What follows belongs to an exercise in optimizing a design on an open flow for small area and a short achievable clock period; a production flow would make more cautious choices.
The RTL was checked by simulation tests, not by an equivalence proof against the original design.

== P ==
==> flow/design.v <==
module rec_axis_packer #(
    parameter int COL        = 640,
    parameter int ROW        = 480,
    parameter int FIFO_DEPTH = 64
) (
    input  logic        clk,
    input  logic        rst,
    input  logic        recvalid,
    input  logic [7:0]  recpixel,
    input  logic        reclast,
    output logic [31:0] m_tdata,
    output logic        m_tvalid,
    input  logic        m_tready,
    output logic        m_tlast,
    output logic        m_tuser,
    output logic        overflow,
    output logic        frame_done,
    output logic        frame_err
);
    localparam int CW = $clog2(COL);
    localparam int RW = (ROW > 1) ? $clog2(ROW) : 1;
    localparam int AW = $clog2(FIFO_DEPTH);
    logic [CW-1:0] col;
    logic [RW-1:0] row;
    logic [23:0]   lanes;
    logic          pk_valid;
    logic [33:0]   mem [FIFO_DEPTH];
    logic [AW-1:0] wptr;
    logic [FIFO_DEPTH-1:0] roh;       
    logic [AW-1:0] cnt;               
    logic          int_empty;
    logic          int_full;
    logic [33:0]   rdata;
    logic          out_valid;
    logic [33:0]   out_word;
    logic          col_end;
    logic          row_end;
    logic          at_end;
    logic          early;
    logic          full;
    logic          rd;
    logic          commit;
    logic          out_free;
    logic          load;
    assign col_end   = (col == CW'(COL - 1));
    assign row_end   = (row == RW'(ROW - 1));
    assign at_end    = col_end && row_end;
    assign early     = reclast && !at_end;
    assign full      = out_valid && int_full;
    assign rd        = out_valid && m_tready;
    assign commit    = pk_valid && (!full || rd);
    assign out_free  = !out_valid || m_tready;
    assign load      = out_free && (!int_empty || pk_valid);
    always_ff @(posedge clk) begin
        if (rst) begin
            col        <= '0;
            row        <= '0;
            pk_valid   <= 1'b0;
            frame_done <= 1'b0;
            frame_err  <= 1'b0;
        end else begin
            pk_valid   <= recvalid && (col[1:0] == 2'd3) && !early;
            frame_done <= recvalid && reclast && at_end;
            frame_err  <= recvalid && (reclast != at_end);
            if (recvalid) begin
                if (early) begin
                    col <= '0;
                    row <= '0;
                end else if (col_end) begin
                    col <= '0;
                    row <= row_end ? '0 : row + 1'b1;
                end else begin
                    col <= col + 1'b1;
                end
            end
        end
    end
    always_ff @(posedge clk) begin
        if (col[1:0] == 2'd0) lanes[7:0]   <= recpixel;
        if (col[1:0] == 2'd1) lanes[15:8]  <= recpixel;
        if (col[1:0] == 2'd2) lanes[23:16] <= recpixel;
    end
    always_ff @(posedge clk) begin
        if (col[1:0] == 2'd3)
            mem[wptr] <= {(row == '0) && (col == CW'(3)), col_end,
                          recpixel, lanes};
    end
    always_comb begin
        rdata = '0;
        for (int i = 0; i < FIFO_DEPTH; i++)
            rdata = rdata | (mem[i] & {34{roh[i]}});
    end
    always_ff @(posedge clk) begin
        if (rst) begin
            wptr      <= '0;
            roh       <= FIFO_DEPTH'(1);
            cnt       <= '0;
            int_empty <= 1'b1;
            int_full  <= 1'b0;
            out_valid <= 1'b0;
            out_word  <= '0;
            overflow  <= 1'b0;
        end else begin
            if (commit)
                wptr <= wptr + 1'b1;
            if (load)
                roh <= {roh[FIFO_DEPTH-2:0], roh[FIFO_DEPTH-1]};
            if (commit && !load) begin
                cnt       <= cnt + 1'b1;
                int_empty <= 1'b0;
                int_full  <= (cnt == AW'(FIFO_DEPTH - 2));
            end else if (load && !commit) begin
                cnt       <= cnt - 1'b1;
                int_empty <= (cnt == AW'(1));
                int_full  <= 1'b0;
            end
            out_valid <= load || (out_valid && !m_tready);
            if (load)
                out_word <= rdata;
            else if (out_free)
                out_word <= '0;
            if (pk_valid && full && !rd)
                overflow <= 1'b1;
        end
    end
    assign m_tvalid = out_valid;
    assign {m_tuser, m_tlast, m_tdata} = out_word;
endmodule
export LEC_CHECK = 0
export CAP_MARGIN = 20
export CORE_MARGIN = 2
export CORE_UTILIZATION = 40
export SLEW_MARGIN = 20
create_clock -name core_clock -period 5.5 [get_ports {clk}]
run.sh (not shown) runs the stock make flow with config.mk's settings and CLKGATE_MAP_FILE= SYNTH_SCRIPT=/design/flow/synth_recipe.tcl, a recipe that flattens the netlist after the stock synthesis.
P has completed all stages; timing, DRC and antenna checks passed.
## Diff of input files: Q against P
==> flow/design.v <==
module rec_axis_packer #(
    parameter int COL        = 640,
    parameter int ROW        = 480,
    parameter int FIFO_DEPTH = 64
) (
    input  logic        clk,
    input  logic        rst,
    input  logic        recvalid,
    input  logic [7:0]  recpixel,
    input  logic        reclast,
    output logic [31:0] m_tdata,
    output logic        m_tvalid,
    input  logic        m_tready,
    output logic        m_tlast,
    output logic        m_tuser,
    output logic        overflow,
    output logic        frame_done,
    output logic        frame_err
);
    localparam int CW = $clog2(COL);
    localparam int RW = (ROW > 1) ? $clog2(ROW) : 1;
    localparam int AW = $clog2(FIFO_DEPTH);
    logic [CW-1:0] col;
    logic [RW-1:0] row;
    logic [23:0]   lanes;
    logic          pk_valid;
    logic [33:0]   mem [FIFO_DEPTH];
    logic [AW-1:0] wptr;
    logic [AW-1:0] rptr;
    logic          out_valid;
    logic [33:0]   out_word;
    logic          col_end;
    logic          row_end;
    logic          at_end;
    logic          early;
    logic          int_empty;
    logic          int_full;
    logic          full;
    logic          rd;
    logic          commit;
    logic          out_free;
    logic          load;
    assign col_end   = (col == CW'(COL - 1));
    assign row_end   = (row == RW'(ROW - 1));
    assign at_end    = col_end && row_end;
    assign early     = reclast && !at_end;
    assign int_empty = (wptr == rptr);
    assign int_full  = (AW'(wptr + 1'b1) == rptr);
    assign full      = out_valid && int_full;
    assign rd        = out_valid && m_tready;
    assign commit    = pk_valid && (!full || rd);
    assign out_free  = !out_valid || m_tready;
    assign load      = out_free && (!int_empty || pk_valid);
    always_ff @(posedge clk) begin
        if (rst) begin
            col        <= '0;
            row        <= '0;
            pk_valid   <= 1'b0;
            frame_done <= 1'b0;
            frame_err  <= 1'b0;
        end else begin
            pk_valid   <= recvalid && (col[1:0] == 2'd3) && !early;
            frame_done <= recvalid && reclast && at_end;
            frame_err  <= recvalid && (reclast != at_end);
            if (recvalid) begin
                if (early) begin
                    col <= '0;
                    row <= '0;
                end else if (col_end) begin
                    col <= '0;
                    row <= row_end ? '0 : row + 1'b1;
                end else begin
                    col <= col + 1'b1;
                end
            end
        end
    end
    always_ff @(posedge clk) begin
        if (col[1:0] == 2'd0) lanes[7:0]   <= recpixel;
        if (col[1:0] == 2'd1) lanes[15:8]  <= recpixel;
        if (col[1:0] == 2'd2) lanes[23:16] <= recpixel;
    end
    always_ff @(posedge clk) begin
        if (col[1:0] == 2'd3)
            mem[wptr] <= {(row == '0) && (col == CW'(3)), col_end,
                          recpixel, lanes};
    end
    always_ff @(posedge clk) begin
        if (rst) begin
            wptr      <= '0;
            rptr      <= '0;
            out_valid <= 1'b0;
            out_word  <= '0;
            overflow  <= 1'b0;
        end else begin
            if (commit)
                wptr <= wptr + 1'b1;
            if (load)
                rptr <= rptr + 1'b1;
            out_valid <= load || (out_valid && !m_tready);
            if (load)
                out_word <= mem[rptr];
            else if (out_free)
                out_word <= '0;
            if (pk_valid && full && !rd)
                overflow <= 1'b1;
        end
    end
    assign m_tvalid = out_valid;
    assign {m_tuser, m_tlast, m_tdata} = out_word;
endmodule
Findings:
- Q vs. P: compound-gate portion of the synthesized area shows a reduction of 9.1 points; sequential cell count decreased by 60 relative to the old numbers; normalized max-slew margin shows an increase of 4.5 points.
- Measured against P, the post-synthesis cell count of Q comes out at 0.896 times the reference value.
- Placed standard-cell area, Q vs P: up by a few percent

==> separate check: timing with driven ports <==
How much do the figures lean on ideal ports? The routed layouts below were timed once more, with nothing changed but the port constraints. Step 1 (the two cells are an assumption about what drives the block):
set clk [get_ports {clk}]
set_driving_cell -lib_cell sky130_fd_sc_hd__clkbuf_16 $clk
set_driving_cell -lib_cell sky130_fd_sc_hd__buf_2 [delete_from_list [all_inputs] $clk]
Step 2 times the ports against the registers' clock, not the clock port: input delays grow and output delays shrink by t, the midpoint of the rising clock arrivals with the driver on. Slacks: ideal / step 1 / step 2; pairs: ideal / step 1.
run	t (ns)	setup slack, ns	worst setup path at the end	slew at the worst register clock pin (ns)
P	0.933	1.587 / 1.587 / 1.525	input to register	0.07 / 0.07
Q	0.931	1.680 / 1.680 / 1.680	register to register	0.07 / 0.07
After both steps every run listed still meets setup and hold. For P, which loses most, drivers alone change the setup slack by 0.000 ns; drivers and shift together by -0.062 ns.
